Context: an optimization exercise on an open-source flow, tuned for small area and a short achievable clock period. The choices shown serve that exercise and are no tape-out recipe.
No run shown here included a check of the RTL's function; only the layout flow was run.
Power is estimated from default activity; no workload was simulated.

==> flow/design.v (outline; a module is shown in full before it is edited, if it fits) <==
// module ioAddrDecoder: 168 lines
// module ioErrDecode: 7 lines
// module gAnd: 10 lines
// module gAoi21: 8 lines
// module gOai21: 8 lines
// module clintGeq64: 511 lines
// module clintEq64: 7 lines
// module clintInc64: 12 lines
// module ioPlatformTop: 199 lines
module ioPlatformTop #(
  parameter int NumHarts = 2,
  parameter int NumIrqs  = 8
) (
  input  logic                clk_i,
  input  logic                arstN_i,
  input  logic                reqValid_i,
  input  logic                reqWrite_i,
  input  ioPlatformPkg::ioAddrT              reqAddr_i,
  input  ioPlatformPkg::ioDataT              reqWdata_i,
  input  logic                uartIrq_i,
  input  logic                sdIrq_i,
  output logic                rspValid_o,
  output ioPlatformPkg::ioDataT              rspData_o,
  output logic                rspErr_o,
  output logic [NumHarts-1:0] msip_o,
  output logic [NumHarts-1:0] mtip_o,
  output logic [NumHarts-1:0] extIrq_o
);
  // ...
==> flow/flow/run.sh <==
#!/bin/bash
# Standard ORFS layout (the standard.sh, standard synthesis unchanged) with
# these layout choices changed:
#  - after synthesis every combinational cell is set to its smallest drive
#    strength (flow/downsize.tcl); the repair steps upsize where timing needs it
#  - port buffers are plain buf_2 cells instead of the delay cell buffer_ports
#    picks
#  - repair_timing aims for a setup margin near the period this design reaches
# make's full output goes to flow_make.log; ORFS keeps each step's log under
# orfs/logs.
set -euo pipefail
here=$(pwd)
bash standard.sh \
  SETUP_SLACK_MARGIN=9.1 \
  "BUFFER_PORTS_ARGS=-buffer_cell sky130_fd_sc_hd__buf_2" \
  POST_SYNTH_TCL="$here/flow/downsize.tcl" \
  finish > flow_make.log 2>&1
==> flow/flow/downsize.tcl <==
# Sets every combinational cell of the synthesized netlist to the smallest
# drive strength of its function (same cell name up to the _N suffix), so
# that the later repair steps upsize only where timing asks for it.
set n 0
foreach inst [get_cells *] {
  set master [get_property $inst ref_name]
  if { ![regexp {^(sky130_fd_sc_hd__([a-z0-9]+))_([0-9]+)$} $master -> base kind size] } {
    continue
  }
  # flip-flops keep the cell synthesis gave them; tie cells stay as they are
  if { [regexp {^(df|edf|sdf|sedf|dl|conb|clk|probe|lpflow|tap|fill|decap|diode)} $kind] } {
    continue
  }
  set best ""
  set bestArea 1e9
  foreach lc [get_lib_cells */${base}_*] {
    set name [get_property $lc name]
    if { ![regexp "^${base}_\[0-9\]+\$" $name] } { continue }
    if { [get_property $lc dont_use] } { continue }
    set area [get_property $lc area]
    if { $area < $bestArea } {
      set bestArea $area
      set best $lc
    }
  }
  if { $best ne "" && [get_property $best name] ne $master } {
    replace_cell $inst $best
    incr n
  }
}
puts "downsize: $n cells set to their smallest drive strength"
==> flow/standard.sh <==
#!/bin/bash
# synth_recipe.tcl (not shown) runs the flow's synth.tcl, then flattens the netlist and writes it again
# the make line also repeats each setting of config.mk as NAME=value (left out here)
make -C /OpenROAD-flow-scripts/flow DESIGN_CONFIG=/design/flow/config.mk WORK_HOME=/design/flow/orfs CLKGATE_MAP_FILE= SYNTH_SCRIPT=/design/flow/synth_recipe.tcl "${@:-finish}"
==> flow/config.mk <==
export PLATFORM = sky130hd
export DESIGN_NAME = ioPlatformTop
export DESIGN_NICKNAME = ioPlatformTop
export VERILOG_FILES = /design/flow/design.v
export SDC_FILE = /design/flow/constraint.sdc
export NUM_CORES = 4
export LEC_CHECK = 0
export CAP_MARGIN = 20
export CORE_MARGIN = 2
export CORE_UTILIZATION = 40
export SLEW_MARGIN = 20
export SYNTH_HIERARCHICAL = 1
==> flow/constraint.sdc <==
create_clock -name core_clock -period 13.0 [get_ports {clk_i}]
set_input_delay 2.6000 -clock core_clock [delete_from_list [all_inputs] [get_ports {clk_i}]]
set_output_delay 2.6000 -clock core_clock [all_outputs]
set_load 0.01 [all_outputs]
==> metrics.md, run 1 <==
| Metric | Value |
|---|---|
| Status | finished clean |
| Design Area, Final | 25400 um^2 |
| GRT busiest layer | met2 |
| CTS buffer count | 38 |
| Met3 routed WL | 7480 um |
| Num sequential | 313 |
| Global Route Usage Sum | 29.3% |
| Clock latency on the worst-skew pair | 0.58 ns |
| Clock buf count | 56 |
| Clk_skew | 0.0365 ns |
| Worst Path Arrival | 4.81 ns |
| Setup Fix Bufs, Post-CTS | 114 |
| Mapped Area | 18900 um^2 |
| Min-delay src | prioQ[4][2] |
| CTS Hold Bufs | 0 |
| # IOs | 174 |
| GP Congestion | 0.935 |
| Die Area | 48900 um^2 |
| Fillers | 3987 |
| Fin crit share | 33.4% |
| Startpoint types | input port |
| Clock buffer depth | 3 |
| Unrepaired setup endpoints after global routing | true |
| Max Cap Violations | 0 |
| Total number of vias | 18070 |
| Combinational power share | 6.4% |
| Setup crit end | mtipQ[1] |
| Syn Inst Count | 1962 |
==> inputs of run 2 (changes only) <==
--- a/flow/config.mk
+++ b/flow/config.mk
@@ -10,2 +10,3 @@
 export CORE_UTILIZATION = 40
+export CTS_BUF_LIST = sky130_fd_sc_hd__clkbuf_4 sky130_fd_sc_hd__clkbuf_8
 export SLEW_MARGIN = 20
==> run 2 against run 1 <==
Compared with the run above:
- first-iteration DRC count shrank 2.0%
- critical path depth is the same
- critical endpoint is now mtipQ[0]
- highest routed layer unchanged
- worst setup slack gained 0.12 ns
- register-to-register slack gained 0.09 ns
- combinational power is essentially flat
- sequential share of layout area grew 0.61 points
==> metrics.md, run 2 <==
| Metric | Value |
|---|---|
| Status | finished clean |
| Leak | 10.7 nW |
| Type of the worst setup path | input port to flip-flop |
| Worst Reg-to-Reg Cells | 15 |
| Worst hold path depth | 1 |
| Most frequent cells in the layout | a21oi_1 (251), nand2b_1 (205), nor2b_1 (205) |
| Routed length per instance | 25.1 um |
| # IOs | 174 (unchanged) |
| Fin crit share | 32.5% (-0.91 points) |
| Vias per cell | 6.04 |
| Crit-path most repeated cell | a21oi_1 |
| Fin. Hold Viols | 0 |
| # rows | 79 |
| Worst slew pin tran | 1.10 ns |
| First-pass DRT Iterations | 9 |
| Largest net degree at the start of global routing | 66 |
| Final period demand of the worst path | 4.22 ns |
| Hold Path Sink | prioQ[3][2] |
| Clock buffer depth | 3 (unchanged) |
| CP max stage cell | a21oi_1 |
| P per Cell Area | 90.6 nW/um^2 |
| Max Cap Violations | 0 (unchanged) |
| Design Area, Final | 25000 um^2 (-1.9%) |
| Initial antenna violation count | 5 |
| Global-route wire length before repair | 103000 um |
| Final HPWL DP | 47100 um |
| Max Freq | 0.237 GHz |
| Post-route ant nets | 0 |
| R2R setup slack | 8.93 ns |
| RR Startpoint | mtimeQ[7] |
| Post-layout util | 53.6% |
| Final WL | 74400 um |
| Clk_skew | 0.0402 ns (+0.00375 ns) |
| Die Area | 48900 um^2 (unchanged) |
| Synthesized Nets | 2070 |
| Die W | 221 um |
| CP Buf/Inv Count | 1 |
| Drt drc | 0 |
| GP Congestion | 0.935 (unchanged) |
| CP cell instances | buf_2 -> nand2b_1 -> a21oi_1 -> o21ai_0 -> a21oi_1 -> o21ai_1 -> a21oi_1 -> o21ai_2 -> a21oi_1 -> o21ai_1 |
| Share of post-route cells with drive strength above 1 | 26.1% |
| Worst-path clk slew | 0.07 ns |
| Number of global-route vias before repair | 16656 |
| CP endpoint kind | flip-flop |
| Unrepaired setup endpoints after global routing | true |
| Clock latency on the worst-skew pair | 0.69 ns (+0.11 ns) |
| Peak supply drop | 0.0556 mV |
| CTS tree | done |
| Critical path required time | 13.58 ns |
| Min-delay src | prioQ[3][2] |
| GRT Residual Overflow | 0 |
| Max Slew Vio Count | 0 |
| IO buf count | 173 |
| Placed inst area | 20900 um^2 |
| Setup violators final | 0 |
| Worst Path Arrival | 4.80 ns (about the same) |
| Setup TNS | 0 ns |
| Worst hold path type | flip-flop to flip-flop |
| Clock sink count | 313 |
| R2R Path End | mtipQ[1] |
| Total number of vias | 17908 (-0.90%) |
| Yosys warnings | 10 |
| Commonest non-fill, non-tap cell in the layout | a21oi_1 |
| Initial core utilization | 40.5% |
| CORE AREA | 46600 um^2 |
| Syn Area/Cell | 9.61 um^2 |
| Area grow syn2layout | 32.4% |
| DR iter-0 viols | 2496 |
| CP top delay family | compound AO/OA/AOI/OAI gates |
| Slew HR | 25.7% |
| Syn Inst Count | 1962 (unchanged) |
| Die Ht | 221 um |
| H-tree depth | 2 |
| CTS buffer count | 58 (+53%) |
| Worst path max stage delay | 0.52 ns |
| Global Route Usage Sum | 27.4% (-1.9 points) |
| CTS root buf | clkbuf_8 |
| Max Fanout on Critical Path | 12 |
| Fin nets | 2411 |
| Startpoint types | input port |
| Mapped Area | 18900 um^2 (unchanged) |
[run 2: changes by cell type in the layout (fill, tap and decap cells not counted), sizes merged]
cell,change
clkbuf,+47
buf,-32
clkinv,+5
bufinv,+2
clkinvlp,-2
inv,-2
diode,+1
[run 2: how the worst max path moves through the flow]
| stage | from | end | slack (ns) | cells after the start |
|---|---|---|---|---|
| final | reqWdata_i[7] | mtipQ[0] | 8.78 | 10 |
| after global routing | mtimeQ[7] | mtipQ[1] | 8.68 | 15 |
| after detailed placement | reqAddr_i[25] | cmp0Q[50] | 7.12 | 5 |
| after CTS | reqWdata_i[1] | mtipQ[1] | 8.84 | 10 |
| after global placement | reqAddr_i[29] | rdQ[1] | 7.20 | 10 |
| after floorplan | reqAddr_i[29] | cmp0Q[0] | 7.49 | 3 |
[run 2: metrics by stage]
stage | hold WS [ns] | power [mW] | setup slack [ns] | instances
2_1_floorplan | 0.457 | 1.11 | 7.49 | 1962
3_3_place_gp | 0.468 | 1.17 | 7.20 | 2708
3_5_place_dp | 0.479 | 1.18 | 7.12 | 2708
4_1_cts | 0.492 | 2.27 | 8.84 | 2900
5_1_grt | 0.505 | 2.33 | 8.68 | 2962
6_report | 0.491 | 2.26 | 8.78 | 2966
[run 2: layer usage]
metal  share of wire (%)  routed length, um  global-route usage, %  vias to the layer above
met4                 5.1               3820                   11.9                        2
met2                  45              33600                   43.3                      975
met1                  40              30000                   37.2                     8768
met5               0.021                 16                      0                        -
met3                 9.4               6980                   4.38                      213
li1                    -                  -                      -                     7950
[run 2: cell type report]
cell class | count | area [um^2]
Fill cell | 4086 | 21600
Multi-Input combinational cell | 1520 | 11300
Sequential cell | 313 | 8160
Timing Repair Buffer | 327 | 3050
Clock buffer | 94 | 1150
Tap cell | 607 | 759
Inverter | 83 | 312
Clock inverter | 16 | 174
Antenna cell | 6 | 15.0
[run 2: repair_timing]
action	4_1_cts	5_1_grt
pin swaps	44	29
cloned	6	26
setup endpoints to repair	284	251
buffers inserted	76	34
hold buffers	0	0
resized for setup	113	110
[run 2: worst reg2reg max path, cell delays in order, from the launching register on]
cell and delay, ns:
dfrtp_2 0.41, nand4_1 0.21, buf_4 0.21, nor4_4 0.36
nand3_2 0.21, inv_1 0.25, nand3_1 0.15, xnor2_1 0.43
xor2_1 0.22, nor4_1 0.45, nand4_1 0.23, nor4_4 0.40
mux2i_1 0.12, a21oi_1 0.16, a21oi_1 0.05, o21ai_0 0.17
[run 2: report_power, final]
| group | internal (mW) | total [mW] | leakage (nW) | switching (mW) |
|---|---|---|---|---|
| logic | 0.0493 | 0.140 | 6.77 | 0.0907 |
| clock network | 0.637 | 1.09 | 0.708 | 0.457 |
| registers | 1.03 | 1.03 | 3.26 | 0.000100 |

## separate check: timing with driven ports
Ports are ideal in the flow. The routed layouts listed here were re-timed in OpenROAD.
Step 1 sets driving cells, clkbuf_16 on the clock port and buf_2 on the other inputs (assumed; they add their load-dependent delay and slew).
Step 2 also shifts input and output timing later by t, the mid clock arrival at the registers, as if the neighbouring blocks saw the same clock.
Three values: ideal, step 1, step 2; two values: the first two.
run | t, ns | slack for setup (ns) | worst setup path after step 2 | latest minus earliest clock arrival (ns) | pins driven straight from the clock port
run 1 | 0.611 | 8.662 / 8.693 / 8.082 | input to register | 0.037 / 0.037 | 1
run 2 | 0.720 | 8.781 / 8.811 / 8.091 | input to register | 0.041 / 0.041 | 1
After both steps every run listed still meets setup and hold. The setup slack of run 2, which loses most, moves by +0.030 ns with the drivers and by -0.690 ns with both steps.
